Source: an optimization exercise on an open RTL-to-GDS flow (aim: small area, a short achievable clock period and few clock cycles). Production flows keep margins and buffers that such runs may drop.
Where RTL was checked, it was by simulation tests only, not by an equivalence proof against the original.
No functional check of the RTL was part of run 5.
Power and IR drop assume default switching activity.

[design/flow/flow/run.sh]
#!/bin/bash
set -o pipefail
bash standard.sh 'BUFFER_PORTS_ARGS=-buffer_cell sky130_fd_sc_hd__buf_1' 'SETUP_SLACK_MARGIN=6.15' 'CTS_ARGS=-sink_clustering_enable -repair_clock_nets -buf_list sky130_fd_sc_hd__clkbuf_8 -root_buf sky130_fd_sc_hd__clkbuf_16 -sink_clustering_size 30 -dont_use_dummy_load' finish > standard.log 2>&1
[design/flow/standard.sh]
#!/bin/bash
# synth_recipe.tcl (not shown) runs the flow's synth.tcl, then flattens the netlist and writes it again
# the make line also repeats each setting of config.mk as NAME=value (left out here)
make -C /OpenROAD-flow-scripts/flow DESIGN_CONFIG=/design/flow/config.mk WORK_HOME=/design/flow/orfs CLKGATE_MAP_FILE= SYNTH_SCRIPT=/design/flow/synth_recipe.tcl "${@:-finish}"
[design/flow/config.mk]
export PLATFORM = sky130hd
export DESIGN_NAME = ansi_text_display_width_meter
export DESIGN_NICKNAME = ansi_text_display_width_meter
export VERILOG_FILES = /design/flow/design.v
export SDC_FILE = /design/flow/constraint.sdc
export NUM_CORES = 4
export LEC_CHECK = 0
export CAP_MARGIN = 20
export CORE_MARGIN = 2
export CORE_UTILIZATION = 40
export SLEW_MARGIN = 20
[design/flow/constraint.sdc]
create_clock -name core_clock -period 9.0 [get_ports {clk}]
set_input_delay 1.8000 -clock core_clock [delete_from_list [all_inputs] [get_ports {clk}]]
set_output_delay 1.8000 -clock core_clock [all_outputs]
set_load 0.01 [all_outputs]
[design/flow/design.v]
package atdw_pkg;
    localparam logic [7:0] CH_LF     = 8'h0A;
    localparam logic [7:0] CH_ESC    = 8'h1B;
    localparam logic [7:0] CH_LBRACK = 8'h5B;
    localparam logic [7:0] CH_SEMI   = 8'h3B;
    localparam logic [7:0] CH_ZERO   = 8'h30;
    localparam logic [7:0] CH_NINE   = 8'h39;
    localparam logic [7:0] CH_M      = 8'h6D;
    localparam logic [1:0] PH_IDLE  = 2'd0;
    localparam logic [1:0] PH_ESC   = 2'd1;
    localparam logic [1:0] PH_PARAM = 2'd2;
    function automatic logic [15:0] sat_inc(input logic [15:0] a);
        sat_inc = (&a) ? a : (a + 16'd1);
    endfunction
endpackage
module atdw_step (
    input  logic [7:0] text_byte,
    output logic       is_lf,
    output logic       is_esc,
    output logic       is_lbrack,
    output logic       is_m,
    output logic       is_param
);
    assign is_lf     = (text_byte == atdw_pkg::CH_LF);
    assign is_esc    = (text_byte == atdw_pkg::CH_ESC);
    assign is_lbrack = (text_byte == atdw_pkg::CH_LBRACK);
    assign is_m      = (text_byte == atdw_pkg::CH_M);
    assign is_param  = ((text_byte >= atdw_pkg::CH_ZERO) && (text_byte <= atdw_pkg::CH_NINE)) ||
                       (text_byte == atdw_pkg::CH_SEMI);
endmodule
module ansi_text_display_width_meter (
    input  logic        clk,
    input  logic        rst_n,
    input  logic        in_valid,
    output logic        in_stall,
    input  logic [7:0]  text_byte,
    input  logic        is_last,
    output logic        out_valid,
    input  logic        out_stall,
    output logic [15:0] total_bytes,
    output logic [15:0] total_display,
    output logic [15:0] line_count,
    output logic [15:0] max_line_bytes,
    output logic [15:0] max_line_display
);
    logic        out_valid_reg;
    logic        dirty;          
    logic [1:0]  phase;
    logic        line_empty;     
    logic [15:0] bt;             
    logic [15:0] dt;             
    logic [15:0] dt_save;        
    logic [15:0] lc;             
    logic [15:0] wb;             
    logic [15:0] gb;             
    logic [15:0] wd;             
    logic [15:0] gd;             
    logic [15:0] wd_save;        
    logic [15:0] gd_save;        
    logic in_lf, in_esc, in_lbrack, in_m, in_param;
    logic b_valid, b_last, is_lf, is_esc, is_lbrack, is_m, is_param;
    logic take, clr, close, stay, gb_zero, gd_zero;
    logic inc_bt, inc_dt, inc_lc, inc_wb, dec_gb, inc_wd, dec_gd;
    atdw_step u_cls (
        .text_byte (text_byte),
        .is_lf     (in_lf),
        .is_esc    (in_esc),
        .is_lbrack (in_lbrack),
        .is_m      (in_m),
        .is_param  (in_param)
    );
    assign in_stall = out_valid_reg;
    always_ff @(posedge clk or negedge rst_n)
    begin
        if (!rst_n)
            b_valid <= 1'b0;
        else if (!out_valid_reg)
            b_valid <= in_valid;
    end
    always_ff @(posedge clk)
    begin
        if (!out_valid_reg)
        begin
            b_last    <= is_last;
            is_lf     <= in_lf;
            is_esc    <= in_esc;
            is_lbrack <= in_lbrack;
            is_m      <= in_m;
            is_param  <= in_param;
        end
    end
    assign take = b_valid && !out_valid_reg;
    assign clr  = (out_valid_reg && !out_stall) || dirty;
    always_ff @(posedge clk or negedge rst_n)
    begin
        if (!rst_n)
        begin
            out_valid_reg <= 1'b0;
            dirty         <= 1'b1;
        end
        else
        begin
            out_valid_reg <= (take && b_last) || (out_valid_reg && out_stall);
            dirty         <= 1'b0;
        end
    end
    assign close   = (phase == atdw_pkg::PH_PARAM) && is_m;
    assign stay    = ((phase == atdw_pkg::PH_ESC) && is_lbrack) || ((phase == atdw_pkg::PH_PARAM) && is_param);
    assign gb_zero = (gb == 16'd0);
    assign gd_zero = (gd == 16'd0);
    assign inc_bt = take && !(&bt);
    assign inc_dt = take && !(&dt);
    assign inc_lc = take && !is_lf && line_empty && !(&lc);
    assign inc_wb = take && !is_lf && gb_zero && !(&wb);
    assign dec_gb = take && !is_lf && !gb_zero;
    assign inc_wd = take && !is_lf && gd_zero && !(&wd);
    assign dec_gd = take && !is_lf && !gd_zero;
    always_ff @(posedge clk)
    begin
        if (clr)
        begin
            phase      <= atdw_pkg::PH_IDLE;
            line_empty <= 1'b1;
        end
        else if (take)
        begin
            phase      <= is_esc ? atdw_pkg::PH_ESC : (stay ? atdw_pkg::PH_PARAM : atdw_pkg::PH_IDLE);
            line_empty <= is_lf;
        end
    end
    always_ff @(posedge clk)
    begin
        if (take && is_esc)
        begin
            dt_save <= dt;
            wd_save <= wd;
            gd_save <= gd;
        end
    end
    always_ff @(posedge clk)
    begin
        bt <= clr ? 16'd0 : bt + {15'd0, inc_bt};
        dt <= clr ? 16'd0 : (take && close) ? dt_save : dt + {15'd0, inc_dt};
        lc <= clr ? 16'd0 : lc + {15'd0, inc_lc};
        wb <= clr ? 16'd0 : wb + {15'd0, inc_wb};
        gb <= clr ? 16'd0 : (take && is_lf) ? wb : gb - {15'd0, dec_gb};
        wd <= clr ? 16'd0 : (take && close) ? wd_save : wd + {15'd0, inc_wd};
        gd <= clr ? 16'd0 : (take && close) ? gd_save : (take && is_lf) ? wd : gd - {15'd0, dec_gd};
    end
    assign out_valid        = out_valid_reg;
    assign total_bytes      = bt;
    assign total_display    = dt;
    assign line_count       = lc;
    assign max_line_bytes   = wb;
    assign max_line_display = wd;
endmodule
==> out/metrics.cfg, run 1 <==
[final_layout]
fin_nets=900
final_cell_count_no_fill=1104
num_antenna_cells=0
fin_area_mm2=0.008643
fin_util_pct=46.36
fill_cells=1840
drive_gt1_share_pct=12.18
area_delta_synth_final_pct=14.13

[outcome]
run_status=complete, no violations

[hold_path]
hold_path_class=reg -> reg

[global_routing]
antenna_found_initial=0
grt_pass1_vias=5544
grt_pass1_wl_um=27980
grt_usage_pct=17.35
grt_max_degree=66
overflow=0

[routing]
vias=5978
wl_um=17200
antenna_left=0
firstDrtPassIters=5
viasPerCell=5.415
drt_iter0_markers=342
wl_per_cell_um=15.58
remaining_drc_errors=0

[worst_setup_path]
crit_slowest_cell=dfxtp_2
r2r-end=wb[14]
endpoint=max_line_display[6]
crit_start=wd[6]
worstPathCellList=buf_1
crit_path_end_kind=primary output
start_kind=flip-flop
cp_max_fo=8
rrSetupSlack_ps=6220
arrival_ps=1010
worst-path-buf-inv=1
slowest_delay_ps=420
reg2reg_from=gb[3]
required_ps=7200
crit_cells=1
reg2reg_depth=10
critPathKind=reg -> out
crit_family=flip-flops

[synthesis]
synthFlopType=dfxtp_1
synth-simple-area-share_pct=22.42
synth_edf_count=54
async_flop_share_pct=1.744
synth_top_family_by_area=simple AND/OR/NAND/NOR gates
avgSynthCellArea_um2=9.747
synthCells=777
yosys.area_share.adder_pct=2.478
yosys.area_share.xor_xnor_pct=8.789
synth_top_area_cell=dfxtp_1
synth_compound_area_share_pct=10.62
synth_area_leaders=dfxtp_1, edfxtp_1, xor2_1
ys_warn_count=1
seq_area_frac_synth_pct=52.82
ys_seq_elements=172
muxShareOfSynthArea_pct=0.2809
synthesis.nets=805
synth_cell_type_count=50
synth_top_area_share_pct=30.40
syn_area_mm2=0.007574

[sta]
final-hold-violation-count=0
worst_clock_skew_ps=26.03
setup_viol=0
setup_slack_ps=6190
clock.fmax_ghz=0.3559
fin_setup_tns_ps=0
slew_headroom_pct=40.31
min_period_ps=2810
fin_hold_ws_ps=467.9
final-max-slew-violation-count=0
worstMarginPinSlew_ps=894.4
period_share_pct=31.22
rsz0062_at_grt=true

[clock_network]
cts_root_buf=clkbuf_16
cts_buffer_depth=2
h-tree-depth=4
clkSinkCount=172
clock_latency_ps=380
cts.clk_slew.worst_paths_ps=70
hold_buffers=0
cts_tree=done
numCtsBuffers=17

[die]
core_mm2=0.01864
die_w_um=141.6
die_area_mm2=0.02005
io_pins=95
die_h_um=141.6
rows=50
start_util_pct=40.62

[power_and_ir_drop]
total_power_mw=2.168
peakVddDrop_mv=0.1133
power_density_mw_per_mm2=250.8
p_leak_nw=2.893

[job]
cap_violations=0

[placement]
dp_hpwl_um=11130
place_ws_ps=5524
port_buffers=94
dpl_cell_area_mm2=0.008118
placedCellCount=1073
gp_congestion=0.7917

-- final cells by class --
type,count,area [µm²],area share [%]
Sequential cell,172,4050,46.86
Multi-Input combinational cell,555,3502,40.52
Timing Repair Buffer,113,503.0,5.819
Tap cell,234,292.8,3.387
Clock buffer,17,245.2,2.837
Inverter,13,50.05,0.5790
-- cell families (layout without fill, tap and decap cells) --
group / after synthesis / count (layout)
simple gates: 323 / 323
flops: 172 / 172
compound gates: 138 / 138
xor+xnor: 76 / 76
buf+inv: 50 / 143
fa+ha+maj: 15 / 15
mux: 2 / 2
other cells: 1 / 1
-- metal layers --
metal	up-vias	track usage, %	routed length [µm]
met4	0	5.526	223
met2	100	27.11	7873
met5	-	0	0
met1	2851	24.16	8527
met3	17	3.712	574
li1	3010	-	-
-- repair_timing --
item,in CTS,in global routing
setup buffers,2,12
endpoints found under the setup margin,72,34
hold endpoints to repair,0,0
resized for setup,28,38
pin swaps,2,9
cloned,0,0
-- worst min path at each step --
stage,start,endpoint,slack (ps),cells past startpoint
2_1_floorplan,gd[0],gd_save[0],420,0
3_3_place_gp,line_empty,line_empty,460,2
3_5_place_dp,gd_save[3],gd[3],460,2
4_1_cts,gd[0],gd_save[0],460,0
5_1_grt,gd[0],gd_save[0],470,0
6_report,gd_save[4],gd[4],470,2
-- Yosys cell counts, drive strengths merged (9+ instances only) --
master  number
nand4       30
nand3       40
and4         9
o21ai       48
nand2       46
or3         21
edfxtp      54
and3        14
xnor2       37
and2        12
xor2        39
ha          15
inv         13
a21oi       46
nor4        25
dfxtp      115
clkbuf      29
nor3        18
a211oi      21
nor2        75
-- cell usage in the layout, fill, tap and decap left out, types with 30 or more instances in the layout --
cell | Yosys | final
a21oi_1 | 46 | 46
nand2_1 | 46 | 44
dfxtp_1 | 115 | 78
dfxtp_2 | 0 | 36
nand3_1 | 40 | 40
buf_1 | 7 | 91
nor2_1 | 75 | 72
o21ai_0 | 48 | 48
edfxtp_1 | 54 | 54
nand4_1 | 30 | 30
xor2_1 | 39 | 39
xnor2_1 | 37 | 37
-- worst register-to-register path: cells and delay by family (launching register included) --
family          cells  cell delay, ps
buf+inv             1              70
fa+ha+maj           2             370
flops               1             360
simple gates        6            1790
compound gates      1             130
-- where the power goes --
part	internal [mW]	switching [mW]	leakage, nW
Combinational	0.314	0.382	1.27
Clock	0.179	0.240	0.127
Sequential	0.943	0.111	1.50
Total	1.44	0.733	2.89
Testbench counts, summed over its fixed seeds: cycles 154,188.
==> inputs of run 2 (changes only) <==
==> design/flow/flow/run.sh (replaced) <==
#!/bin/bash
# standard layout, with small port buffers and timing repair aimed below the clock period
set -o pipefail
bash standard.sh 'BUFFER_PORTS_ARGS=-buffer_cell sky130_fd_sc_hd__buf_1' 'SETUP_SLACK_MARGIN=6.0' finish > standard.log 2>&1
==> run 2 against run 1 <==
Non-clock buffer count decreased by 8. Sequential share of layout area down 1.7 points. Final cell count up 0.63%. Final area grew 2.6%. Power rose by 14%. Area after synthesis is the same. Fmax shrank 4.5%. Largest cell class unchanged.
==> out/metrics.cfg, run 2 <==
[worst_setup_path]
worstPathCellList=buf_1
critPathKind=reg -> out
start_kind=flip-flop
reg2reg_depth=10
worst-path-buf-inv=1
r2r-end=wb[14]
crit_slowest_cell=dfxtp_1
rrSetupSlack_ps=6190
arrival_ps=1140
cp_max_fo=8
required_ps=7200
crit_family=flip-flops
crit_path_end_kind=primary output
slowest_delay_ps=520
reg2reg_from=gb[3]

[hold_path]
hold_path.startpoint=gd[0]
hold_path_class=reg -> reg
worstHoldPathCells=0
hold_end=gd_save[0]

[clock_network]
hold_buffers=0
cts_root_buf=clkbuf_16
clkSinkCount=172
cts.clk_slew.worst_paths_ps=60
cts_buffer_depth=2
clock_latency_ps=430
numCtsBuffers=17
h-tree-depth=4
cts_tree=done

[sta]
slew_headroom_pct=39.97
worst_clock_skew_ps=10.91
worstMarginPinSlew_ps=899.3
setup_slack_ps=6058
setup_viol=0
final-max-slew-violation-count=0
fin_setup_tns_ps=0
min_period_ps=2942
final-hold-violation-count=0
period_share_pct=32.69
clock.fmax_ghz=0.3399
rsz0062_at_grt=true

[synthesis]
seq_area_frac_synth_pct=52.82
synth_area_leaders=dfxtp_1, edfxtp_1, xor2_1
synthCells=777
syn_area_mm2=0.007574
synth_cell_type_count=50
synth_top_area_cell=dfxtp_1
synth.most_common_cell=dfxtp_1
synthFlopType=dfxtp_1
synth_top_area_share_pct=30.40
ys_seq_elements=172
avgSynthCellArea_um2=9.747
synth_edf_count=54
synthesis.nets=805
ys_warn_count=1
async_flop_share_pct=1.744
synth_common_cells=dfxtp_1, nor2_1, edfxtp_1, o21ai_0

[global_routing]
overflow=0
antenna_found_initial=0
top_usage_layer=met2
grt_use_met2_pct=28.33
grt_usage_pct=17.54
met3_usage_pct=4.117
grt_pass1_vias=5464
grt_max_degree=77
grt_pass1_wl_um=27970
met1_usage_pct=23.19

[routing]
wl_per_cell_um=15.57
firstDrtPassIters=5
antenna_left=0
drt_iter0_markers=283
wl_um=17290
remaining_drc_errors=0
vias=5987
viasPerCell=5.389

[power_and_ir_drop]
peakVddDrop_mv=0.1490
p_leak_nw=2.997
power_density_mw_per_mm2=279.1

[final_layout]
area_delta_synth_final_pct=17.15
layout_commonest_cell=dfxtp_1
final_cell_mix=dfxtp_1, buf_1, nor2_1
drive_gt1_share_pct=8.210
fin_nets=892
fill_cells=1807
num_antenna_cells=0

[job]
cap_violations=0

[die]
io_pins=95
die_area_mm2=0.02005
start_util_pct=40.62
core_mm2=0.01864
rows=50
die_w_um=141.6
die_h_um=141.6

[placement]
place_ws_ps=5600
port_buffers=94
dp_hpwl_um=11120
gp_congestion=0.7687

[outcome]
run_status=complete, no violations

run 2: cell counts after synthesis:
No cell type changed its count.
run 2: through the flow:
step                instance area, µm²  total power, mW  hold slack [ps]  util, %  instances
global placement                  8110            1.668            446.6    43.50       1072
global route                      8872            2.629            488.1    47.59       1111
finish                            8872            2.476            467.1    47.59       1111
floorplan                         7574            1.514            422.2        -        777
detailed placement                8115            1.677            452.8    43.53       1072
CTS                               8747            2.448            467.4    46.92       1104
run 2: logic make-up (layout without fill, tap and decap cells):
kind of cell	Yosys count	in the layout	share of synthesized area [%]
buffers and inverters	50	150	2.544
AOI/OAI and AO/OA	138	138	10.62
DFF	172	172	52.82
muxes	2	2	0.2808
and+or+nand+nor	323	323	22.42
adders and majority gates	15	15	2.478
other	1	1	0.04951
xor gates and xnor gates	76	76	8.789
run 2: worst reg2reg max path: cells and delay by family (launching register included):
kind | cells | cell delay (ps)
AO/OA/AOI/OAI | 1 | 130
adder cells (fa/ha/maj) | 2 | 400
buffers and inverters | 1 | 80
flip-flops | 1 | 350
AND/OR/NAND/NOR | 6 | 1770
run 2: worst max path at each step:
| stage | start | endpoint | slack, ps | cells after the start |
|---|---|---|---|---|
| finish | wd[1] | max_line_display[1] | 6060 | 1 |
| global route | gd[4] | wd[14] | 5990 | 11 |
| CTS | gb[3] | wb[14] | 5990 | 10 |
| detailed placement | out_stall | gd[6] | 5600 | 6 |
| global placement | out_stall | gd[6] | 5650 | 6 |
| floorplan | out_stall | dt[2] | 6140 | 5 |
run 2: area by class of cell:
cell class	instances	area [µm²]	share of cell area [%]
timing repair buffer	105	439.2	4.950
sequential	172	4004	45.13
clock buffer	25	541.8	6.106
tap	234	292.8	3.300
multi-input combinational	555	3475	39.16
clock inverter	7	70.07	0.7897
inverter	13	50.05	0.5641
run 2: repair_timing:
item | 4_1_cts | 5_1_grt
resized for setup | 5 | 16
pin swaps | 0 | 5
setup buffers | 0 | 7
setup endpoints to repair | 6 | 15
run 2: routing by layer:
layer	share of wire (%)	wire [µm]
met1	48	8369
met2	47	8056
met3	3.7	638
met4	1.3	229
met5	0	0
run 2: power breakdown:
| part | switching (mW) | total [mW] | internal (mW) |
|---|---|---|---|
| sequential | 0.111 | 1.05 | 0.942 |
| clock | 0.302 | 0.751 | 0.449 |
| combinational | 0.377 | 0.673 | 0.295 |
==> inputs of run 3 (changes only) <==
==> design/flow/flow/run.sh (replaced) <==
#!/bin/bash
set -o pipefail
bash standard.sh 'BUFFER_PORTS_ARGS=-buffer_cell sky130_fd_sc_hd__buf_1' 'SETUP_SLACK_MARGIN=6.2' 'CTS_ARGS=-sink_clustering_enable -repair_clock_nets -buf_list sky130_fd_sc_hd__clkbuf_8 -sink_clustering_size 30 -dont_use_dummy_load' 'TNS_END_PERCENT=5' finish > standard.log 2>&1
==> run 3 against run 2 <==
First-iteration DRC count grew 2.5%. Synthesized cell count did not move. Final area decreased by 1.4%. Clock skew grew 11 ps. Worst setup slack better by 110 ps. Via count down 0.62%. Power down 13%. Clock power fell by 45%. Combinational power increased by 4.0%. Critical path type unchanged.
==> out/metrics.cfg, run 3 <==
[final_layout]
layout_commonest_cell=buf_1
multiInputGateArea_mm2=0.003532
fin_nets=898
fin_area_mm2=0.008747
fin_util_pct=46.92
final-seq-area_mm2=0.004129
drive_gt1_share_pct=18.09
final_cell_mix=buf_1, nor2_1, edfxtp_1
num_antenna_cells=0
area_delta_synth_final_pct=15.50
fill_cells=1773

[synthesis]
synth_cell_type_count=50
synth_area_leaders=dfxtp_1, edfxtp_1, xor2_1
ys_warn_count=1
synth_edf_count=54
async_flop_share_pct=1.744
synth.most_common_cell=dfxtp_1
synthFlopType=dfxtp_1
syn_area_mm2=0.007574
synth_top_area_share_pct=30.40
avgSynthCellArea_um2=9.747
synthesis.nets=805
synthCells=777
seq_area_frac_synth_pct=52.82
synth_top_area_cell=dfxtp_1
ys_seq_elements=172
synth_common_cells=dfxtp_1, nor2_1, edfxtp_1, o21ai_0

[clock_network]
hold_buffers=0
cts_root_buf=clkbuf_8
cts.clk_slew.worst_paths_ps=70
cts_tree=done
numCtsBuffers=17
cts_buffer_depth=2
h-tree-depth=4
clkSinkCount=172
clock_latency_ps=460

[sta]
final-max-slew-violation-count=0
fin_setup_tns_ps=0
final-hold-violation-count=0
min_period_ps=2830
clock.fmax_ghz=0.3533
worstMarginPinSlew_ps=868.3
rsz0062_at_grt=true
period_share_pct=31.45
slew_headroom_pct=42.05
worst_clock_skew_ps=21.76
setup_viol=0

[global_routing]
overflow=0
antenna_found_initial=0
grt_usage_pct=17.27
grt_max_degree=77
grt_pass1_wl_um=27570
grt_pass1_vias=5510

[routing]
wl_per_cell_um=15.66
firstDrtPassIters=5
remaining_drc_errors=0
drt_iter0_markers=290
vias=5950
wl_um=17260
viasPerCell=5.399
antenna_left=0

[die]
die_w_um=141.6
rows=50
die_h_um=141.6
die_area_mm2=0.02005
core_mm2=0.01864
start_util_pct=40.62
io_pins=95

[worst_setup_path]
critPathKind=reg -> out
required_ps=7200
start_kind=flip-flop
crit_family=flip-flops
arrival_ps=1030
cp_max_fo=6
worst-path-buf-inv=1
crit_path_end_kind=primary output
crit_slowest_cell=dfrtp_2
slowest_delay_ps=440
worstPathCellList=clkbuf_2

[placement]
port_buffers=94
gp_congestion=0.7858
dp_hpwl_um=10970
dpl_cell_area_mm2=0.008118

[power_and_ir_drop]
power_density_mw_per_mm2=247.2
p_leak_nw=2.963
total_power_mw=2.162
peakVddDrop_mv=0.09677

[outcome]
run_status=complete, no violations

[job]
cap_violations=0

[hold_path]
hold_path_class=reg -> reg

## run 3: path summary, 6_finish.rpt
kind                               start    endpoint  slack (ps)  cells past startpoint
setup / recovery           out_valid_reg   out_valid        6170                      1
hold / removal                     gd[0]  gd_save[0]         470                      0
setup reg to reg                  gb[14]      wb[13]        6250                     10
hold reg to reg                    gd[0]  gd_save[0]         470                      0
max in group asynchronous          rst_n       dirty        7620                      1
min in group asynchronous          rst_n     b_valid        1150                      1
## run 3: area by class of cell
type / count / area share (%)
Inverter: 13 / 0.5722
Sequential cell: 172 / 47.20
Multi-Input combinational cell: 555 / 40.38
Tap cell: 234 / 3.347
Clock buffer: 17 / 2.675
Timing Repair Buffer: 111 / 5.822
## run 3: logic make-up (layout without fill, tap and decap cells)
logic type,after synthesis,in the layout,share of synthesized area [%]
AO/OA/AOI/OAI,138,138,10.62
AND/OR/NAND/NOR,323,323,22.42
adder cells (fa/ha/maj),15,15,2.478
other,1,1,0.04951
buffers and inverters,50,141,2.544
XOR/XNOR,76,76,8.789
flip-flops,172,172,52.82
multiplexers,2,2,0.2808
## run 3: repair_timing
item,4_1_cts,5_1_grt
pin swaps,2,11
endpoints found under the hold margin,0,0
resized for setup,72,63
gates cloned,0,0
setup endpoints to repair,98,96
setup buffers,3,9
## run 3: routing by layer
layer / GRT usage (%) / share of wire (%)
met5: 0 / 0
met2: 27.47 / 47
met1: 23.35 / 48
met3: 4.016 / 3.5
met4: 5.632 / 1.4
## run 3: metrics by stage
step	hold slack [ps]	instances	setup slack (ps)
global placement	460.9	1073	5667
floorplan	422.2	777	6145
detailed placement	445.6	1073	5666
finish	466.8	1102	6170
global route	467.7	1102	6118
CTS	461.8	1093	6123
## run 3: power by group
| group | total, mW | switching (mW) | leakage, nW | internal, mW |
|---|---|---|---|---|
| sequential | 1.05 | 0.111 | 1.52 | 0.941 |
| clock | 0.410 | 0.244 | 0.122 | 0.167 |
| combinational | 0.700 | 0.386 | 1.32 | 0.314 |
==> inputs of run 4 (changes only) <==
==> design/flow/flow/run.sh (replaced) <==
#!/bin/bash
set -o pipefail
bash standard.sh 'BUFFER_PORTS_ARGS=-buffer_cell sky130_fd_sc_hd__buf_1' 'SETUP_SLACK_MARGIN=6.2' 'CTS_ARGS=-sink_clustering_enable -repair_clock_nets -buf_list sky130_fd_sc_hd__clkbuf_8 -root_buf sky130_fd_sc_hd__clkbuf_16 -sink_clustering_size 30 -dont_use_dummy_load' finish > standard.log 2>&1
==> run 4 against run 3 <==
Sequential power hardly changed. Clock-buffer cell count stayed put. Largest cell class unchanged. Highest routed layer unchanged. Global-route usage hardly changed. Fmax is 1.7% higher. Via count is 0.34% lower. Die area stayed put. First-iteration DRC count is 10% lower. Clock skew is 1.4 ps higher. Sequential cell count stayed put. Clock power is 2% higher. Still clean on timing, DRC and antenna. Wire length is 0.83% lower.
==> out/metrics.cfg, run 4 <==
[worst_setup_path]
arrival_ps=980
crit_slowest_cell=dfxtp_2
critPathKind=reg -> out
crit_path_end_kind=primary output
slowest_delay_ps=420
required_ps=7200
crit_family=flip-flops
cp_max_fo=6
reg2reg_from=gb[3]
crit_cells=1
crit_start=wb[1]
rrSetupSlack_ps=6250
endpoint=max_line_bytes[1]
worstPathCellList=buf_1
start_kind=flip-flop
reg2reg_depth=10
worst-path-buf-inv=1
r2r-end=wb[13]

[routing]
antenna_left=0
remaining_drc_errors=0
wl_per_cell_um=15.53
drt_iter0_markers=261
viasPerCell=5.381
vias=5930
wl_um=17120
firstDrtPassIters=4

[synthesis]
synth_cell_type_count=50
synth_common_cells=dfxtp_1, nor2_1, edfxtp_1, o21ai_0
synth_edf_count=54
synth_area_leaders=dfxtp_1, edfxtp_1, xor2_1
ys_seq_elements=172
avgSynthCellArea_um2=9.747
synthesis.nets=805
synth_top_area_share_pct=30.40
syn_area_mm2=0.007574
seq_area_frac_synth_pct=52.82
synth.most_common_cell=dfxtp_1
synth_top_area_cell=dfxtp_1
ys_warn_count=1
synthCells=777
synthFlopType=dfxtp_1
async_flop_share_pct=1.744

[sta]
worstMarginPinSlew_ps=1036
fin_setup_tns_ps=0
fin_hold_ws_ps=475.2
period_share_pct=30.94
rsz0062_at_grt=true
slew_headroom_pct=30.67
setup_viol=0
final-max-slew-violation-count=0
min_period_ps=2784
final-hold-violation-count=0
worst_clock_skew_ps=23.18
clock.fmax_ghz=0.3591
setup_slack_ps=6216

[global_routing]
antenna_found_initial=0
top_usage_layer=met2
grt_pass1_wl_um=27660
met1_usage_pct=23.59
grt_pass1_vias=5484
grt_usage_pct=17.28
overflow=0
grt_use_met2_pct=27.34
met3_usage_pct=3.544
grt_max_degree=77

[clock_network]
clkSinkCount=172
cts_buffer_depth=2
numCtsBuffers=17
clock_latency_ps=380
cts_root_buf=clkbuf_16
h-tree-depth=4
cts_tree=done
cts.clk_slew.worst_paths_ps=80

[power_and_ir_drop]
clockPowerShare_pct=19.1
power.switching_uw=738.6
internal-power_mw=1.453
power_density_mw_per_mm2=250.7
power_frac_seq_pct=48.0
p_leak_nw=2.946
peakVddDrop_mv=0.1046
p_comb_share_pct=32.9
total_power_mw=2.191
switching_share_pct=33.71

[placement]
dp_hpwl_um=11000
gp_congestion=0.7871
place_ws_ps=5644
port_buffers=94

[final_layout]
area_delta_synth_final_pct=15.43
drive_gt1_share_pct=16.47
final_cell_mix=buf_1, nor2_1, edfxtp_1, dfxtp_1, o21ai_0
layout_commonest_cell=buf_1
fin_nets=898
fin_util_pct=46.89
num_antenna_cells=0

[die]
die_w_um=141.6
io_pins=95
die_h_um=141.6
rows=50
start_util_pct=40.62
core_mm2=0.01864
die_area_mm2=0.02005

[hold_path]
hold_path.startpoint=dt[0]
hold_path_class=reg -> reg

[outcome]
run_status=complete, no violations

[job]
cap_violations=0

[run 4: cell types whose count changed in the layout (fill, tap and decap cells not counted), sizes merged]
cell and delta:
clkbuf -9, buf +9
[run 4: cells by family (layout without fill, tap and decap cells)]
logic type / after synthesis / count (layout) / share of synthesized area [%]
other: 1 / 1 / 0.04951
AO/OA/AOI/OAI: 138 / 138 / 10.62
AND/OR/NAND/NOR: 323 / 323 / 22.42
adder cells (fa/ha/maj): 15 / 15 / 2.478
XOR/XNOR: 76 / 76 / 8.789
buffers and inverters: 50 / 141 / 2.544
multiplexers: 2 / 2 / 0.2808
flip-flops: 172 / 172 / 52.82
[run 4: repair_timing]
item	in CTS	in global routing
gates resized for setup	65	57
pin swaps	3	12
endpoints found under the hold margin	0	0
buffers inserted	5	8
hold buffers	0	0
setup endpoints to repair	59	49
[run 4: power by group through the flow]
stage          Combinational (mW)  Sequential [mW]  Clock (mW)
2_1_floorplan               0.484             1.03           0
3_3_place_gp                0.604             1.06           0
3_5_place_dp                0.610             1.06           0
4_1_cts                     0.683             1.05       0.435
5_1_grt                     0.807             1.07       0.465
6_report                    0.720             1.05       0.419
[run 4: through the flow]
stage | area (µm²) | instances
after floorplan | 7581 | 777
after global placement | 8110 | 1072
after detailed placement | 8110 | 1072
after CTS | 8541 | 1094
after global routing | 8742 | 1102
final | 8742 | 1102
[run 4: worst min-delay path by stage]
stage	to	depth (start not counted)	slack, ps
finish	dt_save[0]	0	480
global route	dt_save[0]	0	480
CTS	gd_save[0]	0	480
detailed placement	gd_save[8]	0	450
global placement	gd_save[8]	0	450
floorplan	gd_save[0]	0	420
[run 4: cell type report]
class,instances,area [µm²]
clock buffers,17,245.2
well taps,234,292.8
multi-input cells,555,3530
fillers,1833,9901
inverters,13,50.05
flip-flops and latches,172,4115
repair buffers,111,509.2
[run 4: metal layers]
metal | up-vias | share of wire (%)
li1 | 2992 | -
met1 | 2823 | 49
met2 | 102 | 46
met3 | 13 | 3.6
met4 | 0 | 1.2
met5 | - | 0
==> inputs of run 5 (changes only) <==
--- a/design/flow/design.v
+++ b/design/flow/design.v
@@ -44,6 +44,7 @@
     output logic [15:0] max_line_display
 );
     logic        out_valid_reg;
+    logic        stall_reg;      
     logic        dirty;          
     logic [1:0]  phase;
     logic        line_empty;     
@@ -69,40 +70,30 @@
         .is_m      (in_m),
         .is_param  (in_param)
     );
-    assign in_stall = out_valid_reg;
+    assign in_stall = stall_reg;
+    assign b_valid  = in_valid;
+    assign b_last   = is_last;
+    assign is_lf     = in_lf;
+    assign is_esc    = in_esc;
+    assign is_lbrack = in_lbrack;
+    assign is_m      = in_m;
+    assign is_param  = in_param;
+    assign take  = b_valid && !stall_reg;
+    assign dirty = stall_reg && !out_valid_reg;
+    assign clr   = (out_valid_reg && !out_stall) || dirty;
     always_ff @(posedge clk or negedge rst_n)
     begin
         if (!rst_n)
-            b_valid <= 1'b0;
-        else if (!out_valid_reg)
-            b_valid <= in_valid;
+            out_valid_reg <= 1'b0;
+        else
+            out_valid_reg <= (take && b_last) || (out_valid_reg && out_stall);
     end
-    always_ff @(posedge clk)
-    begin
-        if (!out_valid_reg)
-        begin
-            b_last    <= is_last;
-            is_lf     <= in_lf;
-            is_esc    <= in_esc;
-            is_lbrack <= in_lbrack;
-            is_m      <= in_m;
-            is_param  <= in_param;
-        end
-    end
-    assign take = b_valid && !out_valid_reg;
-    assign clr  = (out_valid_reg && !out_stall) || dirty;
     always_ff @(posedge clk or negedge rst_n)
     begin
         if (!rst_n)
-        begin
-            out_valid_reg <= 1'b0;
-            dirty         <= 1'b1;
-        end
+            stall_reg <= 1'b1;
         else
-        begin
-            out_valid_reg <= (take && b_last) || (out_valid_reg && out_stall);
-            dirty         <= 1'b0;
-        end
+            stall_reg <= (take && b_last) || (out_valid_reg && out_stall);
     end
     assign close   = (phase == atdw_pkg::PH_PARAM) && is_m;
     assign stay    = ((phase == atdw_pkg::PH_ESC) && is_lbrack) || ((phase == atdw_pkg::PH_PARAM) && is_param);
==> design/flow/flow/run.sh (replaced) <==
#!/bin/bash
set -o pipefail
bash standard.sh 'BUFFER_PORTS_ARGS=-buffer_cell sky130_fd_sc_hd__buf_1' 'SETUP_SLACK_MARGIN=6.0' 'CTS_ARGS=-sink_clustering_enable -repair_clock_nets -buf_list sky130_fd_sc_hd__clkbuf_8 -sink_clustering_size 30 -dont_use_dummy_load' finish > standard.log 2>&1
==> run 5 against run 4 <==
Still clean on timing, DRC and antenna. Critical endpoint is now gd[4]. Critical path depth increased by 9. Largest cell class is now multi-input combinational cells. Largest power group unchanged. Via count increased by 7.0%. Non-clock buffer count increased by 53. Global-route usage increased by 3.9 points. Final cell count increased by 3.3%. Clock power decreased by 3%.
==> out/metrics.cfg, run 5 <==
[sta]
setup_viol=0
worstMarginPinSlew_ps=976.9
slew_headroom_pct=34.37
min_period_ps=3468
setup_slack_ps=5532
final-max-slew-violation-count=0
clock.fmax_ghz=0.2883
final-hold-violation-count=0
worst_clock_skew_ps=36.59
rsz0062_at_grt=true
period_share_pct=38.54
fin_setup_tns_ps=0

[clock_network]
cts_root_buf=clkbuf_8
cts_buffer_depth=2
clkSinkCount=165
hold_buffers=0
clock_latency_ps=460
h-tree-depth=4
cts_tree=done
numCtsBuffers=17
cts.clk_slew.worst_paths_ps=80

[power_and_ir_drop]
peakVddDrop_mv=0.1234
internal-power_mw=1.270
p_leak_nw=3.189
switching_share_pct=32.82
power.switching_uw=620.6
power_density_mw_per_mm2=192.1
clockPowerShare_pct=21.4
power_frac_seq_pct=49.6
p_comb_share_pct=29.0

[outcome]
run_status=complete, no violations

[synthesis]
ys_warn_count=1
seq_area_frac_synth_pct=50.99
synth_cell_type_count=55
synth.most_common_cell=dfxtp_1
avgSynthCellArea_um2=9.831
synthesis.nets=785
synth_common_cells=dfxtp_1, nor2_1, nand3_1, edfxtp_1
synthCells=757
synth_top_area_cell=dfxtp_1
synth_area_leaders=dfxtp_1, edfxtp_1, xnor2_1
synth_top_area_share_pct=30.93
syn_area_mm2=0.007442
synth_edf_count=48
async_flop_share_pct=1.212
synthFlopType=dfxtp_1
ys_seq_elements=165

[worst_setup_path]
slowest_delay_ps=560
required_ps=9380
start_kind=primary input
worst-path-buf-inv=1
worstPathCellList=buf_6 -> or4b_4 -> nor2_4 -> nor3_2 -> ha_2 -> ha_4 -> nor3b_4 -> xnor2_1 -> a221o_1 -> a21oi_1
critPathKind=in -> reg
arrival_ps=3850
crit_path_end_kind=flip-flop
crit_family=simple AND/OR/NAND/NOR gates
cp_max_fo=4
crit_slowest_cell=or4b_4

[final_layout]
fin_area_mm2=0.009843
area_delta_synth_final_pct=32.26
fin_nets=939
final_cell_mix=dfxtp_1, buf_1, nor2_1
layout_commonest_cell=dfxtp_1
fin_util_pct=54.42
num_antenna_cells=0
drive_gt1_share_pct=24.53

[routing]
antenna_left=0
wl_um=20950
vias=6348
remaining_drc_errors=0
wl_per_cell_um=18.41
drt_iter0_markers=372
viasPerCell=5.578
firstDrtPassIters=5

[global_routing]
grt_use_met2_pct=33.67
top_usage_layer=met2
met1_usage_pct=29.04
antenna_found_initial=0
grt_max_degree=50
met3_usage_pct=5.094
grt_pass1_vias=5980
grt_pass1_wl_um=32610
grt_usage_pct=21.17
overflow=0

[job]
cap_violations=0

[die]
die_h_um=140.4
die_w_um=140.4
io_pins=95
start_util_pct=41.15
die_area_mm2=0.01971
rows=49
core_mm2=0.01809

[placement]
place_ws_ps=4683
port_buffers=94
dpl_cell_area_mm2=0.008129
dp_hpwl_um=11090
gp_congestion=0.7816

[hold_path]
hold_path_class=reg -> reg

==> run 5: cell count changes after synthesis, sizes merged, moves of 7 or more <==
cell    delta
and3       -7
clkbuf     -9
nor3       +8
xor2       -8
xnor2      +7
nand3     +13
a21oi      -7
==> run 5: power by group through the flow <==
stage | sequential [mW] | combinational, mW | clock (mW)
final | 0.938 | 0.548 | 0.405
after global routing | 0.947 | 0.609 | 0.444
after CTS | 0.929 | 0.486 | 0.419
after detailed placement | 0.938 | 0.432 | 0
after global placement | 0.938 | 0.427 | 0
after floorplan | 0.918 | 0.350 | 0
==> run 5: final timing paths <==
check	start	end	depth (start not counted)	slack, ps
worst max-delay path	text_byte[2]	gd[4]	10	5530
worst min-delay path	gd_save[8]	gd[8]	2	470
min in group asynchronous	rst_n	out_valid_reg	1	1120
worst min register to register	gd_save[8]	gd[8]	2	470
worst max register to register	gb[7]	wb[15]	9	5870
max in group asynchronous	rst_n	stall_reg	1	7670
==> run 5: layer usage <==
| layer | vias to the layer above | wire length, µm |
|---|---|---|
| li1 | 3092 | - |
| met1 | 3078 | 9715 |
| met2 | 158 | 9873 |
| met3 | 20 | 1071 |
| met4 | 0 | 293 |
| met5 | - | 0 |
==> run 5: worst reg2reg max path, stage by stage, from the launching register on <==
cell,delay [ps]
dfxtp_1,350
nor4_2,550
nand3b_1,220
nor4_2,520
and3_4,290
ha_4,150
nand3_4,100
or2_4,270
or4_1,500
a21oi_1,120
==> run 5: per-stage QoR <==
step                hold slack, ps  cells  power [mW]
floorplan                    406.4    757       1.268
global placement             441.3   1051       1.365
detailed placement           450.0   1051       1.369
CTS                          465.0   1124       1.834
global route                 484.2   1138       2.000
finish                       471.0   1138       1.891
==> run 5: timing repair <==
item / 4_1_cts / 5_1_grt
setup buffers: 40 / 14
gates resized for setup: 101 / 62
cloned: 16 / 0
pin swaps: 32 / 37
setup endpoints to repair: 155 / 159
==> run 5: cell families after synthesis <==
kind of cell               share of synthesized area (%)
and+or+nand+nor                                    22.50
DFF                                                50.99
AOI/OAI and AO/OA                                  11.95
xor gates and xnor gates                           8.826
buffers and inverters                              3.211
adders and majority gates                          2.522
==> run 5: final cells by class <==
class	instances	area [µm²]
clock buffers	17	234.0
flip-flops and latches	165	3806
multi-input cells	544	4146
repair buffers	164	1295
inverters	19	75.07
well taps	229	286.5
fillers	1585	8243

separate check: timing with driven ports:
No port has a modelled driver above. Below, the same layouts with a new extraction and two added sets of constraints. Step 1 sets driving cells, clkbuf_16 on the clock port and buf_2 on the other inputs (assumed; they add their load-dependent delay and slew). Step 2 also shifts input and output timing later by t, the mid clock arrival at the registers, as if the neighbouring blocks saw the same clock. a / b / c = ideal / step 1 / step 2; a / b = the first two.
| run | shift t [ns] | setup WS [ns] | worst hold slack (ns) | clock arrival spread, ns | slew at the worst register clock pin (ns) |
|---|---|---|---|---|---|
| run 1 | 0.415 | 6.190 / 6.145 / 5.890 | 0.468 / 0.468 / 0.468 | 0.029 / 0.028 | 0.09 / 0.09 |
| run 2 | 0.472 | 6.058 / 6.011 / 5.799 | 0.467 / 0.467 / 0.467 | 0.011 / 0.011 | 0.07 / 0.07 |
| run 3 | 0.493 | 6.170 / 6.129 / 5.853 | 0.467 / 0.467 / 0.467 | 0.024 / 0.024 | 0.09 / 0.09 |
| run 4 | 0.413 | 6.216 / 6.171 / 5.966 | 0.475 / 0.475 / 0.475 | 0.024 / 0.023 | 0.09 / 0.09 |
| run 5 | 0.489 | 5.532 / 5.545 / 5.056 | 0.471 / 0.471 / 0.471 | 0.036 / 0.036 | 0.10 / 0.10 |
After both steps setup and hold are still met in every run listed. The setup slack of run 5, which loses most, moves by +0.013 ns with the drivers and by -0.476 ns with both steps.
